What follows belongs to an exercise in optimizing a design on an open flow for small area, a short achievable clock period and few clock cycles per item; a production flow would make more cautious choices.
Only simulation tests tie the RTL to the original design; equivalence was not proved.

==> flow/design.v <==
module md_ctrl (
   input  logic        Clk,
   input  logic        Reset,
   input  logic        Start,
   input  logic [2:0]  Op,
   input  logic [31:0] A,
   input  logic [31:0] B,
   input  logic        Flush,
   output logic        Busy,
   output logic [31:0] HI,
   output logic [31:0] LO
);
   logic        r_busy;     
   logic        r_busy_o;   
   logic        r_ph;       
   logic        r_fix;      
   logic        r_div;      
   logic        r_uns;      
   logic [2:0]  r_cnt;      
   logic        r_qn;       
   logic        r_rn;       
   logic        r_y15;      
   logic [31:0] r_a;        
   logic [31:0] r_b;        
   logic [31:0] r_p;        
   logic [31:0] r_hi;
   logic [31:0] r_lo;
   logic        w_a16, w_b16, w_swap, w_mshort;
   always_comb begin
      w_a16    = (r_a[31:15] == 17'd0) | (~r_uns & (r_a[31:15] == '1));
      w_b16    = (r_b[31:15] == 17'd0) | (~r_uns & (r_b[31:15] == '1));
      w_swap   = ~r_ph & ~w_b16 & w_a16;
      w_mshort = w_a16 | w_b16;
   end
   logic [16:0] w_z;
   logic [31:0] w_mc;
   logic        w_msg;
   logic [33:0] w_m;
   logic [47:0] w_rows [8];
   logic [7:0]  w_neg;
   logic [47:0] w_acc;
   logic [47:0] w_ext;
   logic [47:0] w_sum;
   always_comb begin
      if (r_ph)
         w_z = {r_b[31:16], r_y15};
      else if (w_swap)
         w_z = {r_a[15:0], 1'b0};
      else
         w_z = {r_b[15:0], 1'b0};
      w_mc  = w_swap ? r_b : r_a;
      w_msg = ~r_uns & w_mc[31];
      w_m   = {w_msg, w_msg, w_mc};
      for (int j = 0; j < 8; j++) begin
         logic z0, z1, z2, one, two;
         logic [33:0] sel;
         z0  = w_z[2*j];
         z1  = w_z[2*j+1];
         z2  = w_z[2*j+2];
         w_neg[j] = z2 & ~(z1 & z0);
         one = z1 ^ z0;
         two = (z2 & ~z1 & ~z0) | (~z2 & z1 & z0);
         sel = ({34{one}} & w_m) | ({34{two}} & {w_m[32:0], 1'b0});
         sel = sel ^ {34{w_neg[j]}};
         w_rows[j] = 48'({~sel[33], sel[32:0]}) << (2*j);
      end
      for (int j = 0; j < 7; j++)
         w_rows[j+1][2*j] = w_neg[j];
      w_acc = 48'({~(r_ph & r_p[31]), r_p[30:0] & {31{r_ph}}});
      w_ext = (r_ph & r_uns & r_b[31]) ? {r_a, 16'd0} : 48'd0;
      w_ext[14] = w_neg[7];
      w_sum = w_rows[0] + w_rows[1] + w_rows[2] + w_rows[3] +
              w_rows[4] + w_rows[5] + w_rows[6] + w_rows[7] +
              w_acc + w_ext + 48'h5555_8000_0000;
   end
   function automatic logic [5:0] bitlen(input logic [31:0] v);
      bitlen = 6'd0;
      for (int i = 0; i < 32; i++)
         if (v[i]) bitlen = 6'(i + 1);
   endfunction
   logic        w_an, w_bn;
   logic [31:0] w_ua, w_ub;
   logic [5:0]  w_la, w_lb;
   logic        w_bz;
   logic        w_short;    
   logic [5:0]  w_nq;       
   logic [2:0]  w_c;        
   logic [2:0]  w_sk;       
   logic [63:0] w_norm;
   always_comb begin
      w_an    = ~r_uns & r_a[31];
      w_bn    = ~r_uns & r_b[31];
      w_ua    = (r_fix ? r_qn : w_an) ? (32'd0 - r_a) : r_a;
      w_ub    = (r_fix ? r_rn : w_bn) ? (32'd0 - r_b) : r_b;
      w_la    = bitlen(w_ua);
      w_lb    = bitlen(w_ub);
      w_bz    = (r_b == 32'd0);
      w_short = (w_la < w_lb);
      w_nq    = w_la - w_lb + 6'd4;
      w_c     = w_nq[4:2];
      w_sk    = 3'd0 - w_nq[4:2];
      w_norm  = {32'd0, w_ua} << {w_sk, 2'b00};
   end
   function automatic logic [33:0] bksub(input logic [32:0] x,
                                         input logic [32:0] y);
      logic [32:0] p, g, pp, gg, c;
      p = x ^ ~y;
      g = x & ~y;
      gg = g;
      gg[0] = g[0] | p[0];    
      pp = p;
      for (int i = 1; i <= 6; i++)
         for (int j = (1 << i) - 1; j < 33; j += (1 << i)) begin
            gg[j] = gg[j] | (pp[j] & gg[j - (1 << (i-1))]);
            pp[j] = pp[j] & pp[j - (1 << (i-1))];
         end
      for (int i = 6; i > 0; i--)
         for (int j = (1 << i) + (1 << (i-1)) - 1; j < 33; j += (1 << i)) begin
            gg[j] = gg[j] | (pp[j] & gg[j - (1 << (i-1))]);
            pp[j] = pp[j] & pp[j - (1 << (i-1))];
         end
      c = {gg[31:0], 1'b1};
      bksub = {gg[32], p ^ c};
   endfunction
   logic [31:0] w_r [5];
   logic [31:0] w_q [5];
   always_comb begin
      w_r[0] = r_p;
      w_q[0] = r_a;
      for (int i = 0; i < 4; i++) begin
         logic [33:0] t;
         t = bksub({w_r[i], w_q[i][31]}, {1'b0, r_b});
         w_r[i+1] = t[33] ? t[31:0] : {w_r[i][30:0], w_q[i][31]};
         w_q[i+1] = {w_q[i][30:0], t[33]};
      end
   end
   logic w_done;
   logic w_issue;
   always_comb begin
      w_issue = Start & ~Flush & ~Op[2];
      if (Flush)
         w_done = 1'b1;
      else if (!r_div)
         w_done = r_ph | w_mshort;
      else if (r_fix)
         w_done = 1'b1;
      else if (!r_ph)
         w_done = w_bz | w_short;
      else
         w_done = (r_cnt == 3'd1) & ~r_qn & ~r_rn;
   end
   always_ff @(posedge Clk) begin
      if (!Reset) begin
         r_busy   <= 1'b0;
         r_busy_o <= 1'b0;
      end else begin
         r_busy   <= r_busy   ? ~w_done : w_issue;
         r_busy_o <= r_busy_o ? ~w_done : w_issue;
      end
   end
   always_ff @(posedge Clk) begin
      if (!Reset) begin
         r_hi <= 32'd0;
         r_lo <= 32'd0;
      end else if (!r_busy) begin
         if (Start && !Flush && Op == 3'd4) r_hi <= A;
         if (Start && !Flush && Op == 3'd5) r_lo <= A;
      end else if (!r_div) begin
         if (r_ph) begin
            r_hi <= w_sum[47:16];
            r_lo <= {w_sum[15:0], r_b[15:0]};
         end else if (w_mshort) begin
            r_hi <= {{16{w_sum[47]}}, w_sum[47:32]};
            r_lo <= w_sum[31:0];
         end
      end else if (r_fix) begin
         r_hi <= w_ub;
         r_lo <= w_ua;
      end else if (!r_ph) begin
         if (!w_bz && w_short) begin
            r_hi <= r_a;
            r_lo <= 32'd0;
         end
      end else if (r_cnt == 3'd1 && !r_qn && !r_rn) begin
         r_hi <= w_r[4];
         r_lo <= w_q[4];
      end
   end
   always_ff @(posedge Clk) begin
      if (!r_busy) begin
         r_ph  <= 1'b0;
         r_fix <= 1'b0;
         r_div <= Op[1];
         r_uns <= Op[0];
         r_a   <= A;
         r_b   <= B;
      end else begin
         r_ph <= 1'b1;
         if (!r_div) begin
            if (!r_ph) begin
               r_p        <= w_sum[47:16];
               r_b[15:0]  <= w_sum[15:0];
               r_y15      <= r_b[15];
            end
         end else if (!r_ph) begin
            r_qn  <= w_an ^ w_bn;
            r_rn  <= w_an;
            r_cnt <= w_c;
            r_p   <= w_norm[63:32];
            r_a   <= w_norm[31:0];
            r_b   <= w_ub;
         end else begin
            r_cnt <= r_cnt - 3'd1;
            r_p   <= w_r[4];
            r_a   <= w_q[4];
            if (r_cnt == 3'd1) begin
               r_fix <= 1'b1;
               r_b   <= w_r[4];
            end
         end
      end
   end
   assign Busy = r_busy_o;
   assign HI   = r_hi;
   assign LO   = r_lo;
endmodule
==> flow/flow/run.sh <==
#!/bin/bash
# Standard layout, except that the port buffers are buf_2 cells rather than
# the default delay buffers, so the fixed input/output delays are not
# lengthened by the port buffers themselves.
set -euo pipefail
export BUFFER_PORTS_ARGS="-buffer_cell sky130_fd_sc_hd__buf_2"
bash standard.sh finish > standard_flow.log 2>&1
==> flow/standard.sh <==
#!/bin/bash
# synth_recipe.tcl (not shown) runs the flow's synth.tcl, then flattens the netlist and writes it again
# the make line also repeats each setting of config.mk as NAME=value (left out here)
make -C /OpenROAD-flow-scripts/flow DESIGN_CONFIG=/design/flow/config.mk WORK_HOME=/design/flow/orfs CLKGATE_MAP_FILE= SYNTH_SCRIPT=/design/flow/synth_recipe.tcl "${@:-finish}"
==> flow/config.mk <==
export PLATFORM = sky130hd
export DESIGN_NAME = md_ctrl
export DESIGN_NICKNAME = md_ctrl
export VERILOG_FILES = /design/flow/design.v
export SDC_FILE = /design/flow/constraint.sdc
export NUM_CORES = 4
export LEC_CHECK = 0
export CAP_MARGIN = 20
export CORE_MARGIN = 2
export CORE_UTILIZATION = 40
export SLEW_MARGIN = 20
==> flow/constraint.sdc <==
create_clock -name core_clock -period 80.0 [get_ports {Clk}]
set_input_delay 16.0000 -clock core_clock [delete_from_list [all_inputs] [get_ports {Clk}]]
set_output_delay 16.0000 -clock core_clock [all_outputs]
set_load 0.01 [all_outputs]
==> metrics.yaml, run 1 <==
outcome:
  outcome: "complete, no violations"
yosys:
  seq_area_frac_synth: 0.123
  synth-adder-area-share: 0.266
  synth_top_family_by_area: "adder cells"
floorplanning:
  rows: 110
placement:
  place.gp.congestion: 1.10
  dpl_cell_area_mm2: 0.0386
worst_hold_path:
  min_path_cells: 1
global_routing:
  met2_usage: 0.508
  grt_overflow_total: 0
critical_path:
  crit_family: "buffers and inverters"
  critical_path_peak_fanout: 64
  worstPathRequired_ns: 80.39
  cpPeakStageDelay_ns: 0.56
finish:
  n_all_inverters: 410
  areaGrowthSynthToFinish_pct: 7.27
  largestClassByArea: "multi-input combinational cells"
  n_fill_cell: 9155
  multi_input_area_share: 0.752
  buffers: 263
timing:
  fmax_mhz: 57.5
  tightestPinTransition_ns: 1.28
  hold_viol: 0
clock_tree:
  clkSlewWorstSetupHoldPaths_ns: 0.09
drt:
  drt_iter0_markers: 5310
  met2_length_um: 69800
  top_layer_used: "met5"
  route.met3.wl_um: 23000
Testbench counts, summed over its fixed seeds: cycles 13,576, items 4,800.
==> run 2: changes to the inputs <==
--- a/flow/design.v
+++ b/flow/design.v
@@ -69,10 +69,606 @@
       w_acc = 48'({~(r_ph & r_p[31]), r_p[30:0] & {31{r_ph}}});
       w_ext = (r_ph & r_uns & r_b[31]) ? {r_a, 16'd0} : 48'd0;
       w_ext[14] = w_neg[7];
-      w_sum = w_rows[0] + w_rows[1] + w_rows[2] + w_rows[3] +
-              w_rows[4] + w_rows[5] + w_rows[6] + w_rows[7] +
-              w_acc + w_ext + 48'h5555_8000_0000;
    end
+   logic c1, c2, c3, c4, c5, c6, c7, c8, c9, c10, c11, c12, c13, c14, c15, c16, c17, c18, c19, c20, c21, c22, c23, c24, c25, c26, c27, c28, c29, c30, c31, c32, c33, c34, c35, c36, c37, c38, c39, c40, c41, c42, c43, c44, c45, c46, c47, c48, c49, c50, c51, c52, c53, c54, c55, c56, c57, c58, c59, c60, c61, c62, c63, c64, c65, c66, c67, c68, c69, c70, c71, c72, c73, c74, c75, c76, c77, c78, c79, c80, c81, c82, c83, c84, c85, c86, c87, c88, c89, c90, c91, c92, c93, c94, c95, c96, c97, c98, c99, c100, c101, c102, c103, c104, c105, c106, c107, c108, c109, c110, c111, c112, c113, c114, c115, c116, c117, c118, c119, c120, c121, c122, c123, c124, c125, c126, c127, c128, c129, c130, c131, c132, c133, c134, c135, c136, c137, c138, c139, c140, c141, c142, c143, c144, c145, c146, c147, c148, c149, c150, c151, c152, c153, c154, c155, c156, c157, c158, c159, c160, c161, c162, c163, c164, c165, c166, c167, c168, c169, c170, c171, c172, c173, c174, c175, c176, c177, c178, c179, c180, c181, c182, c183, c184, c185, c186, c187, c188, c189, c190, c191, c192, c193, c194, c195, c196, c197, c198, c199, c200, c201, c202, c203, c204, c205, c206, c207, c208, c209, c210, c211, c212, c213, c214, c215, c216, c217, c218, c219, c220, c221, c222, c223, c224, c225, c226, c227, c228, c229, c230, c231, c232, c233, c234, c235, c236, c237, c238, c239, c240, c241, c242, c243, c244, c245, c246, c247, c248, c249, c250, c251, c252, c253, c254, c255, c256, c257, c258, c259, c260, c261, c262, c263, c264, c265, c266, c267, c268, c269, c270, c271, c272, c273, c274, c275, c276, c277, c278, c279, c280, c281, c282, c283, c284, c285, c286, c287, c288, c289, c290, c291, c292, c293, c294, c295, c296, c297, c298, c299, c300, c301, c302, c303, c304, c305, c306, c307, c308, c309, c310, c311, c312, c313, c314, c315, c316, c317, c318, c319, c320, c321, c322, c323, c324, c325, c326, c327, c328, c329, c330, c331, c332, c333, c334, c335, c336, c337, c338, c339, c340, c341, c342, c343, c344, c345, c346, c347, c348, c349, c350, c351, c352, c353, c354, c355, c356, c357, c358, c359, c360, c361, c362, c363, c364, c365, c366, c367, c368, c369, c370, c371, c372, c373, c374, c375, c376, c377, c378, c379, c380, c381, c382, c383, c384, c385, c386, c387, c388, c389, c390, c391, c392, c393, c394, c395, c396, c397, c398, c399, c400, c401, c402, c403, c404, c405, c406, c407, c408, c409, c410, c411, c412, c413, c414, c415, c416, c417, c418, c419, c420, c421, c422, c423, c424, c425, c426, c427, c428, c429, c430, c431, c432, c433, c434, c435, c436, c437, c438, c439, c440, c441, c442, c443, c444, c445, c446, c447, c448, c449, c450, c451, c452, c453, c454, c455, c456, c457, c458, c459, c460, c461, c462, c463, c464, c465, c466, c467, c468, c469, c470, c471, c472, c473, c474, c475, c476, c477, c478, c479, c480, c481, c482, c483, c484, c485, c486, c487, c488, c489, c490, c491, c492, c493, c494, c495, c496, c497, c498, c499, c500, c501, c502, c503, c504, c505, c506, c507, c508, c509, c510, c511, c512, c513, c514, c515, c516, c517, c518, c519, c520, c521, c522, c523, c524, c525, c526, c527, c528, c529, c530, c531, c532, c533, c534, c535, c536, c537, c538, c539, c540, c541, c542, c543, c544, c545, c546, c547, c548, c549, c550, c551, c552, c553, c554, c555, c556, c557, c558, c559, c560, c561, c562;
+   logic [47:0] w_ta, w_tb;
+   always_comb begin
+      c1 = w_rows[0][14] ^ w_rows[1][14];
+      c2 = w_rows[0][14] & w_rows[1][14];
+      c3 = w_rows[0][15] ^ w_rows[1][15];
+      c4 = w_rows[0][15] & w_rows[1][15];
+      c5 = w_rows[0][16] ^ w_rows[1][16] ^ w_rows[2][16];
+      c6 = (w_rows[0][16] & w_rows[1][16]) | (w_rows[0][16] & w_rows[2][16]) | (w_rows[1][16] & w_rows[2][16]);
+      c7 = w_rows[0][17] ^ w_rows[1][17] ^ w_rows[2][17];
+      c8 = (w_rows[0][17] & w_rows[1][17]) | (w_rows[0][17] & w_rows[2][17]) | (w_rows[1][17] & w_rows[2][17]);
+      c9 = w_rows[0][18] ^ w_rows[1][18] ^ w_rows[2][18];
+      c10 = (w_rows[0][18] & w_rows[1][18]) | (w_rows[0][18] & w_rows[2][18]) | (w_rows[1][18] & w_rows[2][18]);
+      c11 = w_rows[0][19] ^ w_rows[1][19] ^ w_rows[2][19];
+      c12 = (w_rows[0][19] & w_rows[1][19]) | (w_rows[0][19] & w_rows[2][19]) | (w_rows[1][19] & w_rows[2][19]);
+      c13 = w_rows[0][20] ^ w_rows[1][20] ^ w_rows[2][20];
+      c14 = (w_rows[0][20] & w_rows[1][20]) | (w_rows[0][20] & w_rows[2][20]) | (w_rows[1][20] & w_rows[2][20]);
+      c15 = w_rows[0][21] ^ w_rows[1][21] ^ w_rows[2][21];
+      c16 = (w_rows[0][21] & w_rows[1][21]) | (w_rows[0][21] & w_rows[2][21]) | (w_rows[1][21] & w_rows[2][21]);
+      c17 = w_rows[0][22] ^ w_rows[1][22] ^ w_rows[2][22];
+      c18 = (w_rows[0][22] & w_rows[1][22]) | (w_rows[0][22] & w_rows[2][22]) | (w_rows[1][22] & w_rows[2][22]);
+      c19 = w_rows[0][23] ^ w_rows[1][23] ^ w_rows[2][23];
+      c20 = (w_rows[0][23] & w_rows[1][23]) | (w_rows[0][23] & w_rows[2][23]) | (w_rows[1][23] & w_rows[2][23]);
+      c21 = w_rows[0][24] ^ w_rows[1][24] ^ w_rows[2][24];
+      c22 = (w_rows[0][24] & w_rows[1][24]) | (w_rows[0][24] & w_rows[2][24]) | (w_rows[1][24] & w_rows[2][24]);
+      c23 = w_rows[0][25] ^ w_rows[1][25] ^ w_rows[2][25];
+      c24 = (w_rows[0][25] & w_rows[1][25]) | (w_rows[0][25] & w_rows[2][25]) | (w_rows[1][25] & w_rows[2][25]);
+      c25 = w_rows[0][26] ^ w_rows[1][26] ^ w_rows[2][26];
+      c26 = (w_rows[0][26] & w_rows[1][26]) | (w_rows[0][26] & w_rows[2][26]) | (w_rows[1][26] & w_rows[2][26]);
+      c27 = w_rows[0][27] ^ w_rows[1][27] ^ w_rows[2][27];
+      c28 = (w_rows[0][27] & w_rows[1][27]) | (w_rows[0][27] & w_rows[2][27]) | (w_rows[1][27] & w_rows[2][27]);
+      c29 = w_rows[0][28] ^ w_rows[1][28] ^ w_rows[2][28];
+      c30 = (w_rows[0][28] & w_rows[1][28]) | (w_rows[0][28] & w_rows[2][28]) | (w_rows[1][28] & w_rows[2][28]);
+      c31 = w_rows[0][29] ^ w_rows[1][29] ^ w_rows[2][29];
+      c32 = (w_rows[0][29] & w_rows[1][29]) | (w_rows[0][29] & w_rows[2][29]) | (w_rows[1][29] & w_rows[2][29]);
+      c33 = w_rows[0][30] ^ w_rows[1][30] ^ w_rows[2][30];
+      c34 = (w_rows[0][30] & w_rows[1][30]) | (w_rows[0][30] & w_rows[2][30]) | (w_rows[1][30] & w_rows[2][30]);
+      c35 = w_rows[0][31] ^ w_rows[1][31] ^ w_rows[2][31];
+      c36 = (w_rows[0][31] & w_rows[1][31]) | (w_rows[0][31] & w_rows[2][31]) | (w_rows[1][31] & w_rows[2][31]);
+      c37 = w_rows[3][31] ^ w_rows[4][31];
+      c38 = w_rows[3][31] & w_rows[4][31];
+      c39 = w_rows[0][32] ^ w_rows[1][32] ^ w_rows[2][32];
+      c40 = (w_rows[0][32] & w_rows[1][32]) | (w_rows[0][32] & w_rows[2][32]) | (w_rows[1][32] & w_rows[2][32]);
+      c41 = w_rows[3][32] ^ w_rows[4][32];
+      c42 = w_rows[3][32] & w_rows[4][32];
+      c43 = w_rows[0][33] ^ w_rows[1][33] ^ w_rows[2][33];
+      c44 = (w_rows[0][33] & w_rows[1][33]) | (w_rows[0][33] & w_rows[2][33]) | (w_rows[1][33] & w_rows[2][33]);
+      c45 = w_rows[1][34] ^ w_rows[2][34];
+      c46 = w_rows[1][34] & w_rows[2][34];
+      c47 = w_rows[0][8] ^ w_rows[1][8];
+      c48 = w_rows[0][8] & w_rows[1][8];
+      c49 = w_rows[0][9] ^ w_rows[1][9];
+      c50 = w_rows[0][9] & w_rows[1][9];
+      c51 = w_rows[0][10] ^ w_rows[1][10] ^ w_rows[2][10];
+      c52 = (w_rows[0][10] & w_rows[1][10]) | (w_rows[0][10] & w_rows[2][10]) | (w_rows[1][10] & w_rows[2][10]);
+      c53 = w_rows[3][10] ^ w_rows[4][10];
+      c54 = w_rows[3][10] & w_rows[4][10];
+      c55 = w_rows[0][11] ^ w_rows[1][11] ^ w_rows[2][11];
+      c56 = (w_rows[0][11] & w_rows[1][11]) | (w_rows[0][11] & w_rows[2][11]) | (w_rows[1][11] & w_rows[2][11]);
+      c57 = w_rows[3][11] ^ w_rows[4][11];
+      c58 = w_rows[3][11] & w_rows[4][11];
+      c59 = w_rows[0][12] ^ w_rows[1][12] ^ w_rows[2][12];
+      c60 = (w_rows[0][12] & w_rows[1][12]) | (w_rows[0][12] & w_rows[2][12]) | (w_rows[1][12] & w_rows[2][12]);
+      c61 = w_rows[3][12] ^ w_rows[4][12] ^ w_rows[5][12];
+      c62 = (w_rows[3][12] & w_rows[4][12]) | (w_rows[3][12] & w_rows[5][12]) | (w_rows[4][12] & w_rows[5][12]);
+      c63 = w_rows[6][12] ^ w_rows[7][12];
+      c64 = w_rows[6][12] & w_rows[7][12];
+      c65 = w_rows[0][13] ^ w_rows[1][13] ^ w_rows[2][13];
+      c66 = (w_rows[0][13] & w_rows[1][13]) | (w_rows[0][13] & w_rows[2][13]) | (w_rows[1][13] & w_rows[2][13]);
+      c67 = w_rows[3][13] ^ w_rows[4][13] ^ w_rows[5][13];
+      c68 = (w_rows[3][13] & w_rows[4][13]) | (w_rows[3][13] & w_rows[5][13]) | (w_rows[4][13] & w_rows[5][13]);
+      c69 = w_rows[6][13] ^ w_acc[13];
+      c70 = w_rows[6][13] & w_acc[13];
+      c71 = c1 ^ w_rows[2][14] ^ w_rows[3][14];
+      c72 = (c1 & w_rows[2][14]) | (c1 & w_rows[3][14]) | (w_rows[2][14] & w_rows[3][14]);
+      c73 = w_rows[4][14] ^ w_rows[5][14] ^ w_rows[6][14];
+      c74 = (w_rows[4][14] & w_rows[5][14]) | (w_rows[4][14] & w_rows[6][14]) | (w_rows[5][14] & w_rows[6][14]);
+      c75 = w_rows[7][14] ^ w_acc[14] ^ w_ext[14];
+      c76 = (w_rows[7][14] & w_acc[14]) | (w_rows[7][14] & w_ext[14]) | (w_acc[14] & w_ext[14]);
+      c77 = c3 ^ w_rows[2][15] ^ w_rows[3][15];
+      c78 = (c3 & w_rows[2][15]) | (c3 & w_rows[3][15]) | (w_rows[2][15] & w_rows[3][15]);
+      c79 = w_rows[4][15] ^ w_rows[5][15] ^ w_rows[6][15];
+      c80 = (w_rows[4][15] & w_rows[5][15]) | (w_rows[4][15] & w_rows[6][15]) | (w_rows[5][15] & w_rows[6][15]);
+      c81 = w_rows[7][15] ^ w_acc[15] ^ c2;
+      c82 = (w_rows[7][15] & w_acc[15]) | (w_rows[7][15] & c2) | (w_acc[15] & c2);
+      c83 = c5 ^ w_rows[3][16] ^ w_rows[4][16];
+      c84 = (c5 & w_rows[3][16]) | (c5 & w_rows[4][16]) | (w_rows[3][16] & w_rows[4][16]);
+      c85 = w_rows[5][16] ^ w_rows[6][16] ^ w_rows[7][16];
+      c86 = (w_rows[5][16] & w_rows[6][16]) | (w_rows[5][16] & w_rows[7][16]) | (w_rows[6][16] & w_rows[7][16]);
+      c87 = w_acc[16] ^ w_ext[16] ^ c4;
+      c88 = (w_acc[16] & w_ext[16]) | (w_acc[16] & c4) | (w_ext[16] & c4);
+      c89 = c7 ^ w_rows[3][17] ^ w_rows[4][17];
+      c90 = (c7 & w_rows[3][17]) | (c7 & w_rows[4][17]) | (w_rows[3][17] & w_rows[4][17]);
+      c91 = w_rows[5][17] ^ w_rows[6][17] ^ w_rows[7][17];
+      c92 = (w_rows[5][17] & w_rows[6][17]) | (w_rows[5][17] & w_rows[7][17]) | (w_rows[6][17] & w_rows[7][17]);
+      c93 = w_acc[17] ^ w_ext[17] ^ c6;
+      c94 = (w_acc[17] & w_ext[17]) | (w_acc[17] & c6) | (w_ext[17] & c6);
+      c95 = c9 ^ w_rows[3][18] ^ w_rows[4][18];
+      c96 = (c9 & w_rows[3][18]) | (c9 & w_rows[4][18]) | (w_rows[3][18] & w_rows[4][18]);
+      c97 = w_rows[5][18] ^ w_rows[6][18] ^ w_rows[7][18];
+      c98 = (w_rows[5][18] & w_rows[6][18]) | (w_rows[5][18] & w_rows[7][18]) | (w_rows[6][18] & w_rows[7][18]);
+      c99 = w_acc[18] ^ w_ext[18] ^ c8;
+      c100 = (w_acc[18] & w_ext[18]) | (w_acc[18] & c8) | (w_ext[18] & c8);
+      c101 = c11 ^ w_rows[3][19] ^ w_rows[4][19];
+      c102 = (c11 & w_rows[3][19]) | (c11 & w_rows[4][19]) | (w_rows[3][19] & w_rows[4][19]);
+      c103 = w_rows[5][19] ^ w_rows[6][19] ^ w_rows[7][19];
+      c104 = (w_rows[5][19] & w_rows[6][19]) | (w_rows[5][19] & w_rows[7][19]) | (w_rows[6][19] & w_rows[7][19]);
+      c105 = w_acc[19] ^ w_ext[19] ^ c10;
+      c106 = (w_acc[19] & w_ext[19]) | (w_acc[19] & c10) | (w_ext[19] & c10);
+      c107 = c13 ^ w_rows[3][20] ^ w_rows[4][20];
+      c108 = (c13 & w_rows[3][20]) | (c13 & w_rows[4][20]) | (w_rows[3][20] & w_rows[4][20]);
+      c109 = w_rows[5][20] ^ w_rows[6][20] ^ w_rows[7][20];
+      c110 = (w_rows[5][20] & w_rows[6][20]) | (w_rows[5][20] & w_rows[7][20]) | (w_rows[6][20] & w_rows[7][20]);
+      c111 = w_acc[20] ^ w_ext[20] ^ c12;
+      c112 = (w_acc[20] & w_ext[20]) | (w_acc[20] & c12) | (w_ext[20] & c12);
+      c113 = c15 ^ w_rows[3][21] ^ w_rows[4][21];
+      c114 = (c15 & w_rows[3][21]) | (c15 & w_rows[4][21]) | (w_rows[3][21] & w_rows[4][21]);
+      c115 = w_rows[5][21] ^ w_rows[6][21] ^ w_rows[7][21];
+      c116 = (w_rows[5][21] & w_rows[6][21]) | (w_rows[5][21] & w_rows[7][21]) | (w_rows[6][21] & w_rows[7][21]);
+      c117 = w_acc[21] ^ w_ext[21] ^ c14;
+      c118 = (w_acc[21] & w_ext[21]) | (w_acc[21] & c14) | (w_ext[21] & c14);
+      c119 = c17 ^ w_rows[3][22] ^ w_rows[4][22];
+      c120 = (c17 & w_rows[3][22]) | (c17 & w_rows[4][22]) | (w_rows[3][22] & w_rows[4][22]);
+      c121 = w_rows[5][22] ^ w_rows[6][22] ^ w_rows[7][22];
+      c122 = (w_rows[5][22] & w_rows[6][22]) | (w_rows[5][22] & w_rows[7][22]) | (w_rows[6][22] & w_rows[7][22]);
+      c123 = w_acc[22] ^ w_ext[22] ^ c16;
+      c124 = (w_acc[22] & w_ext[22]) | (w_acc[22] & c16) | (w_ext[22] & c16);
+      c125 = c19 ^ w_rows[3][23] ^ w_rows[4][23];
+      c126 = (c19 & w_rows[3][23]) | (c19 & w_rows[4][23]) | (w_rows[3][23] & w_rows[4][23]);
+      c127 = w_rows[5][23] ^ w_rows[6][23] ^ w_rows[7][23];
+      c128 = (w_rows[5][23] & w_rows[6][23]) | (w_rows[5][23] & w_rows[7][23]) | (w_rows[6][23] & w_rows[7][23]);
+      c129 = w_acc[23] ^ w_ext[23] ^ c18;
+      c130 = (w_acc[23] & w_ext[23]) | (w_acc[23] & c18) | (w_ext[23] & c18);
+      c131 = c21 ^ w_rows[3][24] ^ w_rows[4][24];
+      c132 = (c21 & w_rows[3][24]) | (c21 & w_rows[4][24]) | (w_rows[3][24] & w_rows[4][24]);
+      c133 = w_rows[5][24] ^ w_rows[6][24] ^ w_rows[7][24];
+      c134 = (w_rows[5][24] & w_rows[6][24]) | (w_rows[5][24] & w_rows[7][24]) | (w_rows[6][24] & w_rows[7][24]);
+      c135 = w_acc[24] ^ w_ext[24] ^ c20;
+      c136 = (w_acc[24] & w_ext[24]) | (w_acc[24] & c20) | (w_ext[24] & c20);
+      c137 = c23 ^ w_rows[3][25] ^ w_rows[4][25];
+      c138 = (c23 & w_rows[3][25]) | (c23 & w_rows[4][25]) | (w_rows[3][25] & w_rows[4][25]);
+      c139 = w_rows[5][25] ^ w_rows[6][25] ^ w_rows[7][25];
+      c140 = (w_rows[5][25] & w_rows[6][25]) | (w_rows[5][25] & w_rows[7][25]) | (w_rows[6][25] & w_rows[7][25]);
+      c141 = w_acc[25] ^ w_ext[25] ^ c22;
+      c142 = (w_acc[25] & w_ext[25]) | (w_acc[25] & c22) | (w_ext[25] & c22);
+      c143 = c25 ^ w_rows[3][26] ^ w_rows[4][26];
+      c144 = (c25 & w_rows[3][26]) | (c25 & w_rows[4][26]) | (w_rows[3][26] & w_rows[4][26]);
+      c145 = w_rows[5][26] ^ w_rows[6][26] ^ w_rows[7][26];
+      c146 = (w_rows[5][26] & w_rows[6][26]) | (w_rows[5][26] & w_rows[7][26]) | (w_rows[6][26] & w_rows[7][26]);
+      c147 = w_acc[26] ^ w_ext[26] ^ c24;
+      c148 = (w_acc[26] & w_ext[26]) | (w_acc[26] & c24) | (w_ext[26] & c24);
+      c149 = c27 ^ w_rows[3][27] ^ w_rows[4][27];
+      c150 = (c27 & w_rows[3][27]) | (c27 & w_rows[4][27]) | (w_rows[3][27] & w_rows[4][27]);
+      c151 = w_rows[5][27] ^ w_rows[6][27] ^ w_rows[7][27];
+      c152 = (w_rows[5][27] & w_rows[6][27]) | (w_rows[5][27] & w_rows[7][27]) | (w_rows[6][27] & w_rows[7][27]);
+      c153 = w_acc[27] ^ w_ext[27] ^ c26;
+      c154 = (w_acc[27] & w_ext[27]) | (w_acc[27] & c26) | (w_ext[27] & c26);
+      c155 = c29 ^ w_rows[3][28] ^ w_rows[4][28];
+      c156 = (c29 & w_rows[3][28]) | (c29 & w_rows[4][28]) | (w_rows[3][28] & w_rows[4][28]);
+      c157 = w_rows[5][28] ^ w_rows[6][28] ^ w_rows[7][28];
+      c158 = (w_rows[5][28] & w_rows[6][28]) | (w_rows[5][28] & w_rows[7][28]) | (w_rows[6][28] & w_rows[7][28]);
+      c159 = w_acc[28] ^ w_ext[28] ^ c28;
+      c160 = (w_acc[28] & w_ext[28]) | (w_acc[28] & c28) | (w_ext[28] & c28);
+      c161 = c31 ^ w_rows[3][29] ^ w_rows[4][29];
+      c162 = (c31 & w_rows[3][29]) | (c31 & w_rows[4][29]) | (w_rows[3][29] & w_rows[4][29]);
+      c163 = w_rows[5][29] ^ w_rows[6][29] ^ w_rows[7][29];
+      c164 = (w_rows[5][29] & w_rows[6][29]) | (w_rows[5][29] & w_rows[7][29]) | (w_rows[6][29] & w_rows[7][29]);
+      c165 = w_acc[29] ^ w_ext[29] ^ c30;
+      c166 = (w_acc[29] & w_ext[29]) | (w_acc[29] & c30) | (w_ext[29] & c30);
+      c167 = c33 ^ w_rows[3][30] ^ w_rows[4][30];
+      c168 = (c33 & w_rows[3][30]) | (c33 & w_rows[4][30]) | (w_rows[3][30] & w_rows[4][30]);
+      c169 = w_rows[5][30] ^ w_rows[6][30] ^ w_rows[7][30];
+      c170 = (w_rows[5][30] & w_rows[6][30]) | (w_rows[5][30] & w_rows[7][30]) | (w_rows[6][30] & w_rows[7][30]);
+      c171 = w_acc[30] ^ w_ext[30] ^ c32;
+      c172 = (w_acc[30] & w_ext[30]) | (w_acc[30] & c32) | (w_ext[30] & c32);
+      c173 = c35 ^ c37 ^ w_rows[5][31];
+      c174 = (c35 & c37) | (c35 & w_rows[5][31]) | (c37 & w_rows[5][31]);
+      c175 = w_rows[6][31] ^ w_rows[7][31] ^ w_acc[31];
+      c176 = (w_rows[6][31] & w_rows[7][31]) | (w_rows[6][31] & w_acc[31]) | (w_rows[7][31] & w_acc[31]);
+      c177 = w_ext[31] ^ c34 ^ 1'b1;
+      c178 = (w_ext[31] & c34) | (w_ext[31] & 1'b1) | (c34 & 1'b1);
+      c179 = c39 ^ c41 ^ w_rows[5][32];
+      c180 = (c39 & c41) | (c39 & w_rows[5][32]) | (c41 & w_rows[5][32]);
+      c181 = w_rows[6][32] ^ w_rows[7][32] ^ w_ext[32];
+      c182 = (w_rows[6][32] & w_rows[7][32]) | (w_rows[6][32] & w_ext[32]) | (w_rows[7][32] & w_ext[32]);
+      c183 = c36 ^ c38 ^ 1'b1;
+      c184 = (c36 & c38) | (c36 & 1'b1) | (c38 & 1'b1);
+      c185 = c43 ^ w_rows[3][33] ^ w_rows[4][33];
+      c186 = (c43 & w_rows[3][33]) | (c43 & w_rows[4][33]) | (w_rows[3][33] & w_rows[4][33]);
+      c187 = w_rows[5][33] ^ w_rows[6][33] ^ w_rows[7][33];
+      c188 = (w_rows[5][33] & w_rows[6][33]) | (w_rows[5][33] & w_rows[7][33]) | (w_rows[6][33] & w_rows[7][33]);
+      c189 = w_ext[33] ^ c40 ^ c42;
+      c190 = (w_ext[33] & c40) | (w_ext[33] & c42) | (c40 & c42);
+      c191 = c45 ^ w_rows[3][34] ^ w_rows[4][34];
+      c192 = (c45 & w_rows[3][34]) | (c45 & w_rows[4][34]) | (w_rows[3][34] & w_rows[4][34]);
+      c193 = w_rows[5][34] ^ w_rows[6][34] ^ w_rows[7][34];
+      c194 = (w_rows[5][34] & w_rows[6][34]) | (w_rows[5][34] & w_rows[7][34]) | (w_rows[6][34] & w_rows[7][34]);
+      c195 = w_ext[34] ^ c44 ^ 1'b1;
+      c196 = (w_ext[34] & c44) | (w_ext[34] & 1'b1) | (c44 & 1'b1);
+      c197 = w_rows[1][35] ^ w_rows[2][35] ^ w_rows[3][35];
+      c198 = (w_rows[1][35] & w_rows[2][35]) | (w_rows[1][35] & w_rows[3][35]) | (w_rows[2][35] & w_rows[3][35]);
+      c199 = w_rows[4][35] ^ w_rows[5][35] ^ w_rows[6][35];
+      c200 = (w_rows[4][35] & w_rows[5][35]) | (w_rows[4][35] & w_rows[6][35]) | (w_rows[5][35] & w_rows[6][35]);
+      c201 = w_rows[7][35] ^ w_ext[35] ^ c46;
+      c202 = (w_rows[7][35] & w_ext[35]) | (w_rows[7][35] & c46) | (w_ext[35] & c46);
+      c203 = w_rows[2][36] ^ w_rows[3][36] ^ w_rows[4][36];
+      c204 = (w_rows[2][36] & w_rows[3][36]) | (w_rows[2][36] & w_rows[4][36]) | (w_rows[3][36] & w_rows[4][36]);
+      c205 = w_rows[5][36] ^ w_rows[6][36] ^ w_rows[7][36];
+      c206 = (w_rows[5][36] & w_rows[6][36]) | (w_rows[5][36] & w_rows[7][36]) | (w_rows[6][36] & w_rows[7][36]);
+      c207 = w_ext[36] ^ 1'b1;
+      c208 = w_ext[36] & 1'b1;
+      c209 = w_rows[2][37] ^ w_rows[3][37] ^ w_rows[4][37];
+      c210 = (w_rows[2][37] & w_rows[3][37]) | (w_rows[2][37] & w_rows[4][37]) | (w_rows[3][37] & w_rows[4][37]);
+      c211 = w_rows[5][37] ^ w_rows[6][37] ^ w_rows[7][37];
+      c212 = (w_rows[5][37] & w_rows[6][37]) | (w_rows[5][37] & w_rows[7][37]) | (w_rows[6][37] & w_rows[7][37]);
+      c213 = w_rows[3][38] ^ w_rows[4][38] ^ w_rows[5][38];
+      c214 = (w_rows[3][38] & w_rows[4][38]) | (w_rows[3][38] & w_rows[5][38]) | (w_rows[4][38] & w_rows[5][38]);
+      c215 = w_rows[6][38] ^ w_rows[7][38];
+      c216 = w_rows[6][38] & w_rows[7][38];
+      c217 = w_rows[3][39] ^ w_rows[4][39] ^ w_rows[5][39];
+      c218 = (w_rows[3][39] & w_rows[4][39]) | (w_rows[3][39] & w_rows[5][39]) | (w_rows[4][39] & w_rows[5][39]);
+      c219 = w_rows[4][40] ^ w_rows[5][40];
+      c220 = w_rows[4][40] & w_rows[5][40];
+      c221 = w_rows[0][4] ^ w_rows[1][4];
+      c222 = w_rows[0][4] & w_rows[1][4];
+      c223 = w_rows[0][5] ^ w_rows[1][5];
+      c224 = w_rows[0][5] & w_rows[1][5];
+      c225 = w_rows[0][6] ^ w_rows[1][6] ^ w_rows[2][6];
+      c226 = (w_rows[0][6] & w_rows[1][6]) | (w_rows[0][6] & w_rows[2][6]) | (w_rows[1][6] & w_rows[2][6]);
+      c227 = w_rows[3][6] ^ w_rows[4][6];
+      c228 = w_rows[3][6] & w_rows[4][6];
+      c229 = w_rows[0][7] ^ w_rows[1][7] ^ w_rows[2][7];
+      c230 = (w_rows[0][7] & w_rows[1][7]) | (w_rows[0][7] & w_rows[2][7]) | (w_rows[1][7] & w_rows[2][7]);
+      c231 = w_rows[3][7] ^ w_acc[7];
+      c232 = w_rows[3][7] & w_acc[7];
+      c233 = c47 ^ w_rows[2][8] ^ w_rows[3][8];
+      c234 = (c47 & w_rows[2][8]) | (c47 & w_rows[3][8]) | (w_rows[2][8] & w_rows[3][8]);
+      c235 = w_rows[4][8] ^ w_rows[5][8] ^ w_acc[8];
+      c236 = (w_rows[4][8] & w_rows[5][8]) | (w_rows[4][8] & w_acc[8]) | (w_rows[5][8] & w_acc[8]);
+      c237 = c49 ^ w_rows[2][9] ^ w_rows[3][9];
+      c238 = (c49 & w_rows[2][9]) | (c49 & w_rows[3][9]) | (w_rows[2][9] & w_rows[3][9]);
+      c239 = w_rows[4][9] ^ w_acc[9] ^ c48;
+      c240 = (w_rows[4][9] & w_acc[9]) | (w_rows[4][9] & c48) | (w_acc[9] & c48);
+      c241 = c51 ^ c53 ^ w_rows[5][10];
+      c242 = (c51 & c53) | (c51 & w_rows[5][10]) | (c53 & w_rows[5][10]);
+      c243 = w_rows[6][10] ^ w_acc[10] ^ c50;
+      c244 = (w_rows[6][10] & w_acc[10]) | (w_rows[6][10] & c50) | (w_acc[10] & c50);
+      c245 = c55 ^ c57 ^ w_rows[5][11];
+      c246 = (c55 & c57) | (c55 & w_rows[5][11]) | (c57 & w_rows[5][11]);
+      c247 = w_acc[11] ^ c52 ^ c54;
+      c248 = (w_acc[11] & c52) | (w_acc[11] & c54) | (c52 & c54);
+      c249 = c59 ^ c61 ^ c63;
+      c250 = (c59 & c61) | (c59 & c63) | (c61 & c63);
+      c251 = w_acc[12] ^ c56 ^ c58;
+      c252 = (w_acc[12] & c56) | (w_acc[12] & c58) | (c56 & c58);
+      c253 = c65 ^ c67 ^ c69;
+      c254 = (c65 & c67) | (c65 & c69) | (c67 & c69);
+      c255 = c60 ^ c62 ^ c64;
+      c256 = (c60 & c62) | (c60 & c64) | (c62 & c64);
+      c257 = c71 ^ c73 ^ c75;
+      c258 = (c71 & c73) | (c71 & c75) | (c73 & c75);
+      c259 = c66 ^ c68 ^ c70;
+      c260 = (c66 & c68) | (c66 & c70) | (c68 & c70);
+      c261 = c77 ^ c79 ^ c81;
+      c262 = (c77 & c79) | (c77 & c81) | (c79 & c81);
+      c263 = c72 ^ c74 ^ c76;
+      c264 = (c72 & c74) | (c72 & c76) | (c74 & c76);
+      c265 = c83 ^ c85 ^ c87;
+      c266 = (c83 & c85) | (c83 & c87) | (c85 & c87);
+      c267 = c78 ^ c80 ^ c82;
+      c268 = (c78 & c80) | (c78 & c82) | (c80 & c82);
+      c269 = c89 ^ c91 ^ c93;
+      c270 = (c89 & c91) | (c89 & c93) | (c91 & c93);
+      c271 = c84 ^ c86 ^ c88;
+      c272 = (c84 & c86) | (c84 & c88) | (c86 & c88);
+      c273 = c95 ^ c97 ^ c99;
+      c274 = (c95 & c97) | (c95 & c99) | (c97 & c99);
+      c275 = c90 ^ c92 ^ c94;
+      c276 = (c90 & c92) | (c90 & c94) | (c92 & c94);
+      c277 = c101 ^ c103 ^ c105;
+      c278 = (c101 & c103) | (c101 & c105) | (c103 & c105);
+      c279 = c96 ^ c98 ^ c100;
+      c280 = (c96 & c98) | (c96 & c100) | (c98 & c100);
+      c281 = c107 ^ c109 ^ c111;
+      c282 = (c107 & c109) | (c107 & c111) | (c109 & c111);
+      c283 = c102 ^ c104 ^ c106;
+      c284 = (c102 & c104) | (c102 & c106) | (c104 & c106);
+      c285 = c113 ^ c115 ^ c117;
+      c286 = (c113 & c115) | (c113 & c117) | (c115 & c117);
+      c287 = c108 ^ c110 ^ c112;
+      c288 = (c108 & c110) | (c108 & c112) | (c110 & c112);
+      c289 = c119 ^ c121 ^ c123;
+      c290 = (c119 & c121) | (c119 & c123) | (c121 & c123);
+      c291 = c114 ^ c116 ^ c118;
+      c292 = (c114 & c116) | (c114 & c118) | (c116 & c118);
+      c293 = c125 ^ c127 ^ c129;
+      c294 = (c125 & c127) | (c125 & c129) | (c127 & c129);
+      c295 = c120 ^ c122 ^ c124;
+      c296 = (c120 & c122) | (c120 & c124) | (c122 & c124);
+      c297 = c131 ^ c133 ^ c135;
+      c298 = (c131 & c133) | (c131 & c135) | (c133 & c135);
+      c299 = c126 ^ c128 ^ c130;
+      c300 = (c126 & c128) | (c126 & c130) | (c128 & c130);
+      c301 = c137 ^ c139 ^ c141;
+      c302 = (c137 & c139) | (c137 & c141) | (c139 & c141);
+      c303 = c132 ^ c134 ^ c136;
+      c304 = (c132 & c134) | (c132 & c136) | (c134 & c136);
+      c305 = c143 ^ c145 ^ c147;
+      c306 = (c143 & c145) | (c143 & c147) | (c145 & c147);
+      c307 = c138 ^ c140 ^ c142;
+      c308 = (c138 & c140) | (c138 & c142) | (c140 & c142);
+      c309 = c149 ^ c151 ^ c153;
+      c310 = (c149 & c151) | (c149 & c153) | (c151 & c153);
+      c311 = c144 ^ c146 ^ c148;
+      c312 = (c144 & c146) | (c144 & c148) | (c146 & c148);
+      c313 = c155 ^ c157 ^ c159;
+      c314 = (c155 & c157) | (c155 & c159) | (c157 & c159);
+      c315 = c150 ^ c152 ^ c154;
+      c316 = (c150 & c152) | (c150 & c154) | (c152 & c154);
+      c317 = c161 ^ c163 ^ c165;
+      c318 = (c161 & c163) | (c161 & c165) | (c163 & c165);
+      c319 = c156 ^ c158 ^ c160;
+      c320 = (c156 & c158) | (c156 & c160) | (c158 & c160);
+      c321 = c167 ^ c169 ^ c171;
+      c322 = (c167 & c169) | (c167 & c171) | (c169 & c171);
+      c323 = c162 ^ c164 ^ c166;
+      c324 = (c162 & c164) | (c162 & c166) | (c164 & c166);
+      c325 = c173 ^ c175 ^ c177;
+      c326 = (c173 & c175) | (c173 & c177) | (c175 & c177);
+      c327 = c168 ^ c170 ^ c172;
+      c328 = (c168 & c170) | (c168 & c172) | (c170 & c172);
+      c329 = c179 ^ c181 ^ c183;
+      c330 = (c179 & c181) | (c179 & c183) | (c181 & c183);
+      c331 = c174 ^ c176 ^ c178;
+      c332 = (c174 & c176) | (c174 & c178) | (c176 & c178);
+      c333 = c185 ^ c187 ^ c189;
+      c334 = (c185 & c187) | (c185 & c189) | (c187 & c189);
+      c335 = c180 ^ c182 ^ c184;
+      c336 = (c180 & c182) | (c180 & c184) | (c182 & c184);
+      c337 = c191 ^ c193 ^ c195;
+      c338 = (c191 & c193) | (c191 & c195) | (c193 & c195);
+      c339 = c186 ^ c188 ^ c190;
+      c340 = (c186 & c188) | (c186 & c190) | (c188 & c190);
+      c341 = c197 ^ c199 ^ c201;
+      c342 = (c197 & c199) | (c197 & c201) | (c199 & c201);
+      c343 = c192 ^ c194 ^ c196;
+      c344 = (c192 & c194) | (c192 & c196) | (c194 & c196);
+      c345 = c203 ^ c205 ^ c207;
+      c346 = (c203 & c205) | (c203 & c207) | (c205 & c207);
+      c347 = c198 ^ c200 ^ c202;
+      c348 = (c198 & c200) | (c198 & c202) | (c200 & c202);
+      c349 = c209 ^ c211 ^ w_ext[37];
+      c350 = (c209 & c211) | (c209 & w_ext[37]) | (c211 & w_ext[37]);
+      c351 = c204 ^ c206 ^ c208;
+      c352 = (c204 & c206) | (c204 & c208) | (c206 & c208);
+      c353 = c213 ^ c215 ^ w_ext[38];
+      c354 = (c213 & c215) | (c213 & w_ext[38]) | (c215 & w_ext[38]);
+      c355 = c210 ^ c212 ^ 1'b1;
+      c356 = (c210 & c212) | (c210 & 1'b1) | (c212 & 1'b1);
+      c357 = c217 ^ w_rows[6][39] ^ w_rows[7][39];
+      c358 = (c217 & w_rows[6][39]) | (c217 & w_rows[7][39]) | (w_rows[6][39] & w_rows[7][39]);
+      c359 = w_ext[39] ^ c214 ^ c216;
+      c360 = (w_ext[39] & c214) | (w_ext[39] & c216) | (c214 & c216);
+      c361 = c219 ^ w_rows[6][40] ^ w_rows[7][40];
+      c362 = (c219 & w_rows[6][40]) | (c219 & w_rows[7][40]) | (w_rows[6][40] & w_rows[7][40]);
+      c363 = w_ext[40] ^ c218 ^ 1'b1;
+      c364 = (w_ext[40] & c218) | (w_ext[40] & 1'b1) | (c218 & 1'b1);
+      c365 = w_rows[4][41] ^ w_rows[5][41] ^ w_rows[6][41];
+      c366 = (w_rows[4][41] & w_rows[5][41]) | (w_rows[4][41] & w_rows[6][41]) | (w_rows[5][41] & w_rows[6][41]);
+      c367 = w_rows[7][41] ^ w_ext[41] ^ c220;
+      c368 = (w_rows[7][41] & w_ext[41]) | (w_rows[7][41] & c220) | (w_ext[41] & c220);
+      c369 = w_rows[5][42] ^ w_rows[6][42] ^ w_rows[7][42];
+      c370 = (w_rows[5][42] & w_rows[6][42]) | (w_rows[5][42] & w_rows[7][42]) | (w_rows[6][42] & w_rows[7][42]);
+      c371 = w_ext[42] ^ 1'b1;
+      c372 = w_ext[42] & 1'b1;
+      c373 = w_rows[5][43] ^ w_rows[6][43] ^ w_rows[7][43];
+      c374 = (w_rows[5][43] & w_rows[6][43]) | (w_rows[5][43] & w_rows[7][43]) | (w_rows[6][43] & w_rows[7][43]);
+      c375 = w_rows[6][44] ^ w_rows[7][44];
+      c376 = w_rows[6][44] & w_rows[7][44];
+      c377 = w_rows[0][2] ^ w_rows[1][2];
+      c378 = w_rows[0][2] & w_rows[1][2];
+      c379 = w_rows[0][3] ^ w_rows[1][3];
+      c380 = w_rows[0][3] & w_rows[1][3];
+      c381 = c221 ^ w_rows[2][4] ^ w_rows[3][4];
+      c382 = (c221 & w_rows[2][4]) | (c221 & w_rows[3][4]) | (w_rows[2][4] & w_rows[3][4]);
+      c383 = c223 ^ w_rows[2][5] ^ w_acc[5];
+      c384 = (c223 & w_rows[2][5]) | (c223 & w_acc[5]) | (w_rows[2][5] & w_acc[5]);
+      c385 = c225 ^ c227 ^ w_acc[6];
+      c386 = (c225 & c227) | (c225 & w_acc[6]) | (c227 & w_acc[6]);
+      c387 = c229 ^ c231 ^ c226;
+      c388 = (c229 & c231) | (c229 & c226) | (c231 & c226);
+      c389 = c233 ^ c235 ^ c230;
+      c390 = (c233 & c235) | (c233 & c230) | (c235 & c230);
+      c391 = c237 ^ c239 ^ c234;
+      c392 = (c237 & c239) | (c237 & c234) | (c239 & c234);
+      c393 = c241 ^ c243 ^ c238;
+      c394 = (c241 & c243) | (c241 & c238) | (c243 & c238);
+      c395 = c245 ^ c247 ^ c242;
+      c396 = (c245 & c247) | (c245 & c242) | (c247 & c242);
+      c397 = c249 ^ c251 ^ c246;
+      c398 = (c249 & c251) | (c249 & c246) | (c251 & c246);
+      c399 = c253 ^ c255 ^ c250;
+      c400 = (c253 & c255) | (c253 & c250) | (c255 & c250);
+      c401 = c257 ^ c259 ^ c254;
+      c402 = (c257 & c259) | (c257 & c254) | (c259 & c254);
+      c403 = c261 ^ c263 ^ c258;
+      c404 = (c261 & c263) | (c261 & c258) | (c263 & c258);
+      c405 = c265 ^ c267 ^ c262;
+      c406 = (c265 & c267) | (c265 & c262) | (c267 & c262);
+      c407 = c269 ^ c271 ^ c266;
+      c408 = (c269 & c271) | (c269 & c266) | (c271 & c266);
+      c409 = c273 ^ c275 ^ c270;
+      c410 = (c273 & c275) | (c273 & c270) | (c275 & c270);
+      c411 = c277 ^ c279 ^ c274;
+      c412 = (c277 & c279) | (c277 & c274) | (c279 & c274);
+      c413 = c281 ^ c283 ^ c278;
+      c414 = (c281 & c283) | (c281 & c278) | (c283 & c278);
+      c415 = c285 ^ c287 ^ c282;
+      c416 = (c285 & c287) | (c285 & c282) | (c287 & c282);
+      c417 = c289 ^ c291 ^ c286;
+      c418 = (c289 & c291) | (c289 & c286) | (c291 & c286);
+      c419 = c293 ^ c295 ^ c290;
+      c420 = (c293 & c295) | (c293 & c290) | (c295 & c290);
+      c421 = c297 ^ c299 ^ c294;
+      c422 = (c297 & c299) | (c297 & c294) | (c299 & c294);
+      c423 = c301 ^ c303 ^ c298;
+      c424 = (c301 & c303) | (c301 & c298) | (c303 & c298);
+      c425 = c305 ^ c307 ^ c302;
+      c426 = (c305 & c307) | (c305 & c302) | (c307 & c302);
+      c427 = c309 ^ c311 ^ c306;
+      c428 = (c309 & c311) | (c309 & c306) | (c311 & c306);
+      c429 = c313 ^ c315 ^ c310;
+      c430 = (c313 & c315) | (c313 & c310) | (c315 & c310);
+      c431 = c317 ^ c319 ^ c314;
+      c432 = (c317 & c319) | (c317 & c314) | (c319 & c314);
+      c433 = c321 ^ c323 ^ c318;
+      c434 = (c321 & c323) | (c321 & c318) | (c323 & c318);
+      c435 = c325 ^ c327 ^ c322;
+      c436 = (c325 & c327) | (c325 & c322) | (c327 & c322);
+      c437 = c329 ^ c331 ^ c326;
+      c438 = (c329 & c331) | (c329 & c326) | (c331 & c326);
+      c439 = c333 ^ c335 ^ c330;
+      c440 = (c333 & c335) | (c333 & c330) | (c335 & c330);
+      c441 = c337 ^ c339 ^ c334;
+      c442 = (c337 & c339) | (c337 & c334) | (c339 & c334);
+      c443 = c341 ^ c343 ^ c338;
+      c444 = (c341 & c343) | (c341 & c338) | (c343 & c338);
+      c445 = c345 ^ c347 ^ c342;
+      c446 = (c345 & c347) | (c345 & c342) | (c347 & c342);
+      c447 = c349 ^ c351 ^ c346;
+      c448 = (c349 & c351) | (c349 & c346) | (c351 & c346);
+      c449 = c353 ^ c355 ^ c350;
+      c450 = (c353 & c355) | (c353 & c350) | (c355 & c350);
+      c451 = c357 ^ c359 ^ c354;
+      c452 = (c357 & c359) | (c357 & c354) | (c359 & c354);
+      c453 = c361 ^ c363 ^ c358;
+      c454 = (c361 & c363) | (c361 & c358) | (c363 & c358);
+      c455 = c365 ^ c367 ^ c362;
+      c456 = (c365 & c367) | (c365 & c362) | (c367 & c362);
+      c457 = c369 ^ c371 ^ c366;
+      c458 = (c369 & c371) | (c369 & c366) | (c371 & c366);
+      c459 = c373 ^ w_ext[43] ^ c370;
+      c460 = (c373 & w_ext[43]) | (c373 & c370) | (w_ext[43] & c370);
+      c461 = c375 ^ w_ext[44] ^ c374;
+      c462 = (c375 & w_ext[44]) | (c375 & c374) | (w_ext[44] & c374);
+      c463 = w_rows[6][45] ^ w_rows[7][45] ^ w_ext[45];
+      c464 = (w_rows[6][45] & w_rows[7][45]) | (w_rows[6][45] & w_ext[45]) | (w_rows[7][45] & w_ext[45]);
+      c465 = w_rows[7][46] ^ w_ext[46];
+      c466 = w_rows[7][46] & w_ext[46];
+      c467 = w_rows[0][0] ^ w_rows[1][0];
+      c468 = w_rows[0][0] & w_rows[1][0];
+      c469 = w_rows[0][1] ^ w_acc[1];
+      c470 = w_rows[0][1] & w_acc[1];
+      c471 = c377 ^ w_rows[2][2] ^ w_acc[2];
+      c472 = (c377 & w_rows[2][2]) | (c377 & w_acc[2]) | (w_rows[2][2] & w_acc[2]);
+      c473 = c379 ^ w_acc[3] ^ c378;
+      c474 = (c379 & w_acc[3]) | (c379 & c378) | (w_acc[3] & c378);
+      c475 = c381 ^ w_acc[4] ^ c380;
+      c476 = (c381 & w_acc[4]) | (c381 & c380) | (w_acc[4] & c380);
+      c477 = c383 ^ c222 ^ c382;
+      c478 = (c383 & c222) | (c383 & c382) | (c222 & c382);
+      c479 = c385 ^ c224 ^ c384;
+      c480 = (c385 & c224) | (c385 & c384) | (c224 & c384);
+      c481 = c387 ^ c228 ^ c386;
+      c482 = (c387 & c228) | (c387 & c386) | (c228 & c386);
+      c483 = c389 ^ c232 ^ c388;
+      c484 = (c389 & c232) | (c389 & c388) | (c232 & c388);
+      c485 = c391 ^ c236 ^ c390;
+      c486 = (c391 & c236) | (c391 & c390) | (c236 & c390);
+      c487 = c393 ^ c240 ^ c392;
+      c488 = (c393 & c240) | (c393 & c392) | (c240 & c392);
+      c489 = c395 ^ c244 ^ c394;
+      c490 = (c395 & c244) | (c395 & c394) | (c244 & c394);
+      c491 = c397 ^ c248 ^ c396;
+      c492 = (c397 & c248) | (c397 & c396) | (c248 & c396);
+      c493 = c399 ^ c252 ^ c398;
+      c494 = (c399 & c252) | (c399 & c398) | (c252 & c398);
+      c495 = c401 ^ c256 ^ c400;
+      c496 = (c401 & c256) | (c401 & c400) | (c256 & c400);
+      c497 = c403 ^ c260 ^ c402;
+      c498 = (c403 & c260) | (c403 & c402) | (c260 & c402);
+      c499 = c405 ^ c264 ^ c404;
+      c500 = (c405 & c264) | (c405 & c404) | (c264 & c404);
+      c501 = c407 ^ c268 ^ c406;
+      c502 = (c407 & c268) | (c407 & c406) | (c268 & c406);
+      c503 = c409 ^ c272 ^ c408;
+      c504 = (c409 & c272) | (c409 & c408) | (c272 & c408);
+      c505 = c411 ^ c276 ^ c410;
+      c506 = (c411 & c276) | (c411 & c410) | (c276 & c410);
+      c507 = c413 ^ c280 ^ c412;
+      c508 = (c413 & c280) | (c413 & c412) | (c280 & c412);
+      c509 = c415 ^ c284 ^ c414;
+      c510 = (c415 & c284) | (c415 & c414) | (c284 & c414);
+      c511 = c417 ^ c288 ^ c416;
+      c512 = (c417 & c288) | (c417 & c416) | (c288 & c416);
+      c513 = c419 ^ c292 ^ c418;
+      c514 = (c419 & c292) | (c419 & c418) | (c292 & c418);
+      c515 = c421 ^ c296 ^ c420;
+      c516 = (c421 & c296) | (c421 & c420) | (c296 & c420);
+      c517 = c423 ^ c300 ^ c422;
+      c518 = (c423 & c300) | (c423 & c422) | (c300 & c422);
+      c519 = c425 ^ c304 ^ c424;
+      c520 = (c425 & c304) | (c425 & c424) | (c304 & c424);
+      c521 = c427 ^ c308 ^ c426;
+      c522 = (c427 & c308) | (c427 & c426) | (c308 & c426);
+      c523 = c429 ^ c312 ^ c428;
+      c524 = (c429 & c312) | (c429 & c428) | (c312 & c428);
+      c525 = c431 ^ c316 ^ c430;
+      c526 = (c431 & c316) | (c431 & c430) | (c316 & c430);
+      c527 = c433 ^ c320 ^ c432;
+      c528 = (c433 & c320) | (c433 & c432) | (c320 & c432);
+      c529 = c435 ^ c324 ^ c434;
+      c530 = (c435 & c324) | (c435 & c434) | (c324 & c434);
+      c531 = c437 ^ c328 ^ c436;
+      c532 = (c437 & c328) | (c437 & c436) | (c328 & c436);
+      c533 = c439 ^ c332 ^ c438;
+      c534 = (c439 & c332) | (c439 & c438) | (c332 & c438);
+      c535 = c441 ^ c336 ^ c440;
+      c536 = (c441 & c336) | (c441 & c440) | (c336 & c440);
+      c537 = c443 ^ c340 ^ c442;
+      c538 = (c443 & c340) | (c443 & c442) | (c340 & c442);
+      c539 = c445 ^ c344 ^ c444;
+      c540 = (c445 & c344) | (c445 & c444) | (c344 & c444);
+      c541 = c447 ^ c348 ^ c446;
+      c542 = (c447 & c348) | (c447 & c446) | (c348 & c446);
+      c543 = c449 ^ c352 ^ c448;
+      c544 = (c449 & c352) | (c449 & c448) | (c352 & c448);
+      c545 = c451 ^ c356 ^ c450;
+      c546 = (c451 & c356) | (c451 & c450) | (c356 & c450);
+      c547 = c453 ^ c360 ^ c452;
+      c548 = (c453 & c360) | (c453 & c452) | (c360 & c452);
+      c549 = c455 ^ c364 ^ c454;
+      c550 = (c455 & c364) | (c455 & c454) | (c364 & c454);
+      c551 = c457 ^ c368 ^ c456;
+      c552 = (c457 & c368) | (c457 & c456) | (c368 & c456);
+      c553 = c459 ^ c372 ^ c458;
+      c554 = (c459 & c372) | (c459 & c458) | (c372 & c458);
+      c555 = c461 ^ c460 ^ 1'b1;
+      c556 = (c461 & c460) | (c461 & 1'b1) | (c460 & 1'b1);
+      c557 = c463 ^ c376 ^ c462;
+      c558 = (c463 & c376) | (c463 & c462) | (c376 & c462);
+      c559 = c465 ^ c464 ^ 1'b1;
+      c560 = (c465 & c464) | (c465 & 1'b1) | (c464 & 1'b1);
+      c561 = w_rows[7][47] ^ w_ext[47] ^ c466;
+      c562 = (w_rows[7][47] & w_ext[47]) | (w_rows[7][47] & c466) | (w_ext[47] & c466);
+      w_ta = {c561, c559, c557, c555, c553, c551, c549, c547, c545, c543, c541, c539, c537, c535, c533, c531, c529, c527, c525, c523, c521, c519, c517, c515, c513, c511, c509, c507, c505, c503, c501, c499, c497, c495, c493, c491, c489, c487, c485, c483, c481, c479, c477, c475, c473, c471, c469, c467};
+      w_tb = {c560, c558, c556, c554, c552, c550, c548, c546, c544, c542, c540, c538, c536, c534, c532, c530, c528, c526, c524, c522, c520, c518, c516, c514, c512, c510, c508, c506, c504, c502, c500, c498, c496, c494, c492, c490, c488, c486, c484, c482, c480, c478, c476, c474, c472, c470, c468, w_acc[0]};
+   end
+   function automatic logic [47:0] bkadd(input logic [47:0] x,
+                                         input logic [47:0] y);
+      logic [47:0] p, g, pp, gg;
+      p = x ^ y;
+      g = x & y;
+      gg = g;
+      pp = p;
+      for (int i = 1; i <= 6; i++)
+         for (int j = (1 << i) - 1; j < 48; j += (1 << i)) begin
+            gg[j] = gg[j] | (pp[j] & gg[j - (1 << (i-1))]);
+            pp[j] = pp[j] & pp[j - (1 << (i-1))];
+         end
+      for (int i = 6; i > 0; i--)
+         for (int j = (1 << i) + (1 << (i-1)) - 1; j < 48; j += (1 << i)) begin
+            gg[j] = gg[j] | (pp[j] & gg[j - (1 << (i-1))]);
+            pp[j] = pp[j] & pp[j - (1 << (i-1))];
+         end
+      bkadd = p ^ {gg[46:0], 1'b0};
+   endfunction
+   assign w_sum = bkadd(w_ta, w_tb);
+   function automatic logic [31:0] cneg(input logic [31:0] x,
+                                        input logic c);
+      logic [31:0] t;
+      logic        k;
+      t = x ^ {32{c}};
+      k = c;
+      for (int i = 0; i < 32; i++) begin
+         cneg[i] = t[i] ^ k;
+         k = t[i] & k;
+      end
+   endfunction
    function automatic logic [5:0] bitlen(input logic [31:0] v);
       bitlen = 6'd0;
       for (int i = 0; i < 32; i++)
@@ -90,8 +686,8 @@
    always_comb begin
       w_an    = ~r_uns & r_a[31];
       w_bn    = ~r_uns & r_b[31];
-      w_ua    = (r_fix ? r_qn : w_an) ? (32'd0 - r_a) : r_a;
-      w_ub    = (r_fix ? r_rn : w_bn) ? (32'd0 - r_b) : r_b;
+      w_ua    = cneg(r_a, r_fix ? r_qn : w_an);
+      w_ub    = cneg(r_b, r_fix ? r_rn : w_bn);
       w_la    = bitlen(w_ua);
       w_lb    = bitlen(w_ub);
       w_bz    = (r_b == 32'd0);
==> metrics.yaml, run 2 <==
timing:
  drv_slew: 0
  tightestPinTransition_ns: 1.21  # -0.0647 ns
  fmax_mhz: 55.0  # -4.4%
  rsz0062_at_grt: "no"
  tns_ns: 0
  max_slew_margin: 0.185
  setup_viol: 0
  final.min_clock_period_ns: 18.17
  finalCritPeriodShare: 0.227
  whs_ns: 0.500
  hold_viol: 0  # unchanged
  setup_ws_ns: 61.83
  finClkSkew_ns: 0.0177
yosys:
  syn_area_mm2: 0.0350
  ys.flop_type: "edfxtp_1"
  synth_top_area_share: 0.191
  ys_ff_latch: 172
  seq_area_frac_synth: 0.128  # +0.00543
  postSynthAreaPerCell_um2: 8.40
  synthesis.nets: 4858
  ys_warn_count: 4
  netlist_instances: 4173
  synth_async_sr_flop_share: 0
  synth_edf_count: 104
  synth_common_cells: "inv_1, fa_1, nand2_1"
  synth_most_common_cell: "inv_1"
  yosysTopAreaCell: "fa_1"
  synthTopCellsByArea: "fa_1, ha_1, edfxtp_1"
  synth_cell_types: 89
placement:
  dpl.hpwl_um: 125000
  place.gp.congestion: 1.06  # -4.2%
  port_buffers: 135
  pre_cts_slack_ns: 61.40
finish:
  multi_input_area_mm2: 0.0279
  fin_nets: 4834
  areaGrowthSynthToFinish_pct: 7.38
  final_common_cell: "inv_1"
  layout_common_cells: "inv_1, fa_1, nand2_1"
  final_layout_size_suffix_gt1_frac: 0.101
  seq_area_mm2: 0.00449
  post-route-util: 0.434
  n_fill_cell: 8859  # -3.2%
clock_tree:
  clkLatencyLatePin_ns: 0.48
  clkSlewWorstSetupHoldPaths_ns: 0.08  # about the same
  cts_num_sinks: 172
  cts_tree: "built"
  cts_resized: 0
  post_cts_buffers: 0
  h-tree-depth: 4
  hold_buffers: 0
  cts_buffers: 17
  clock_path_buffers: 2
  clockRootBuffer: "clkbuf_16"
drt:
  drc_errors: 0
  met2_length_um: 68600  # -1.8%
  vias: 34414
  route.met3.wl_um: 21700  # -5.5%
  vias_per_cell: 6.47
  top_layer_used: "met5"
  met1Wirelength_um: 63100
  dr.pass1.iters: 8
  ant_nets: 0
  wire_per_inst_um: 31.1
  drt_iter0_markers: 4881  # -8.1%
  routed_wl_um: 166000
critical_path:
  end_kind: "flop"
  cp-start-kind: "primary input"
  critical_path_peak_fanout: 49  # -23%
  cp.arrival_ns: 18.55
  path_class: "in2reg"
  worstPathRequired_ns: 80.38  # about the same
global_routing:
  grt_use_total: 0.362
  grt_pass1_wl_um: 236000
  grt_antenna_before_repair: 14
  grt_max_degree: 101
  grt_pass1_vias: 32756
  grt_overflow_total: 0  # unchanged
floorplanning:
  die_area_mm2: 0.0900
  core_area_mm2: 0.0868
  die_h_um: 300
  start_util: 0.404
  ioPinCount: 136
  die_w_um: 300
  rows: 108  # -1.8%
worst_hold_path:
  min_path_type: "reg2reg"
flow_run:
  cap_violations: 0
outcome:
  outcome: "complete, no violations"
==> run 2: cell count changes after synthesis, sizes merged, moves of 36 or more <==
cell    previous run  this run
mux2i            115        79
xnor2            366       212
clkbuf           265       203
a21oi            299       227
xor2              87       217
a31oi             71        32
==> run 2: worst paths after layout <==
path                    to     start  cells past startpoint  slack [ns]
setup / recovery  r_hi[21]     Flush                      9       61.83
hold / removal    r_lo[19]  r_lo[19]                      2        0.50
setup reg to reg  r_hi[30]    r_b[8]                     47       64.00
hold reg to reg   r_lo[19]  r_lo[19]                      2        0.50
==> run 2: critical path: stages <==
cell      delay [ns]
buf_2           0.10
nand2b_1        0.16
or4b_2          0.64
o21a_1          0.24
nor2_4          0.08
buf_4           0.47
o31ai_4         0.35
nand3b_1        0.25
o221a_2         0.25
==> run 2: final cells by class <==
type,instances,share of cell area
multi-input combinational,3274,0.741
sequential,172,0.119
inverter,435,0.0434
timing repair buffer,249,0.0416
tap,1155,0.0384
clock buffer,21,0.0131
clock inverter,11,0.00293
antenna,6,0.000399
==> run 2: kinds of logic after synthesis <==
family | count (synthesis) | share of synthesized area
AO/OA/AOI/OAI | 1204 | 0.233
XOR/XNOR | 429 | 0.108
adder cells (fa/ha/maj) | 614 | 0.291
buffers and inverters | 727 | 0.0804
flip-flops | 172 | 0.128
multiplexers | 147 | 0.0448
AND/OR/NAND/NOR | 880 | 0.116
==> run 2: through the flow <==
stage	instance area (µm²)	cells
finish	37600	5323
global route	37600	5318
CTS	37600	5315
detailed placement	37000	5283
global placement	37000	5283
floorplan	35000	4173
==> run 2: layer usage <==
layer	up-vias	track usage
li1	14630	-
met1	16987	0.468
met2	2254	0.526
met3	525	0.119
met4	18	0.215
met5	-	0.00476
Testbench counts of run 2, summed over its fixed seeds: cycles 13,576, items 4,800.

-- static timing again, ports no longer ideal --
How much do the figures lean on ideal ports? The routed layouts below were timed once more, with nothing changed but the port constraints.
Step 1: set_driving_cell puts a clkbuf_16 on Clk and a buf_2 on each other input, an assumption about the parent block.
Step 2 also shifts input and output timing later by t, the mid clock arrival at the registers, as if the neighbouring blocks saw the same clock.
a / b / c = ideal ports / drivers / drivers and shift; a / b = the first two.
run | t, ns | slack for setup (ns) | slew at the worst register clock pin (ns)
run 1 | 0.532 | 62.622 / 62.581 / 62.128 | 0.09 / 0.09
run 2 | 0.534 | 61.825 / 61.863 / 61.329 | 0.09 / 0.09
After both steps every run listed still meets setup and hold. For run 2, which loses most, drivers alone change the setup slack by +0.038 ns; drivers and shift together by -0.496 ns.
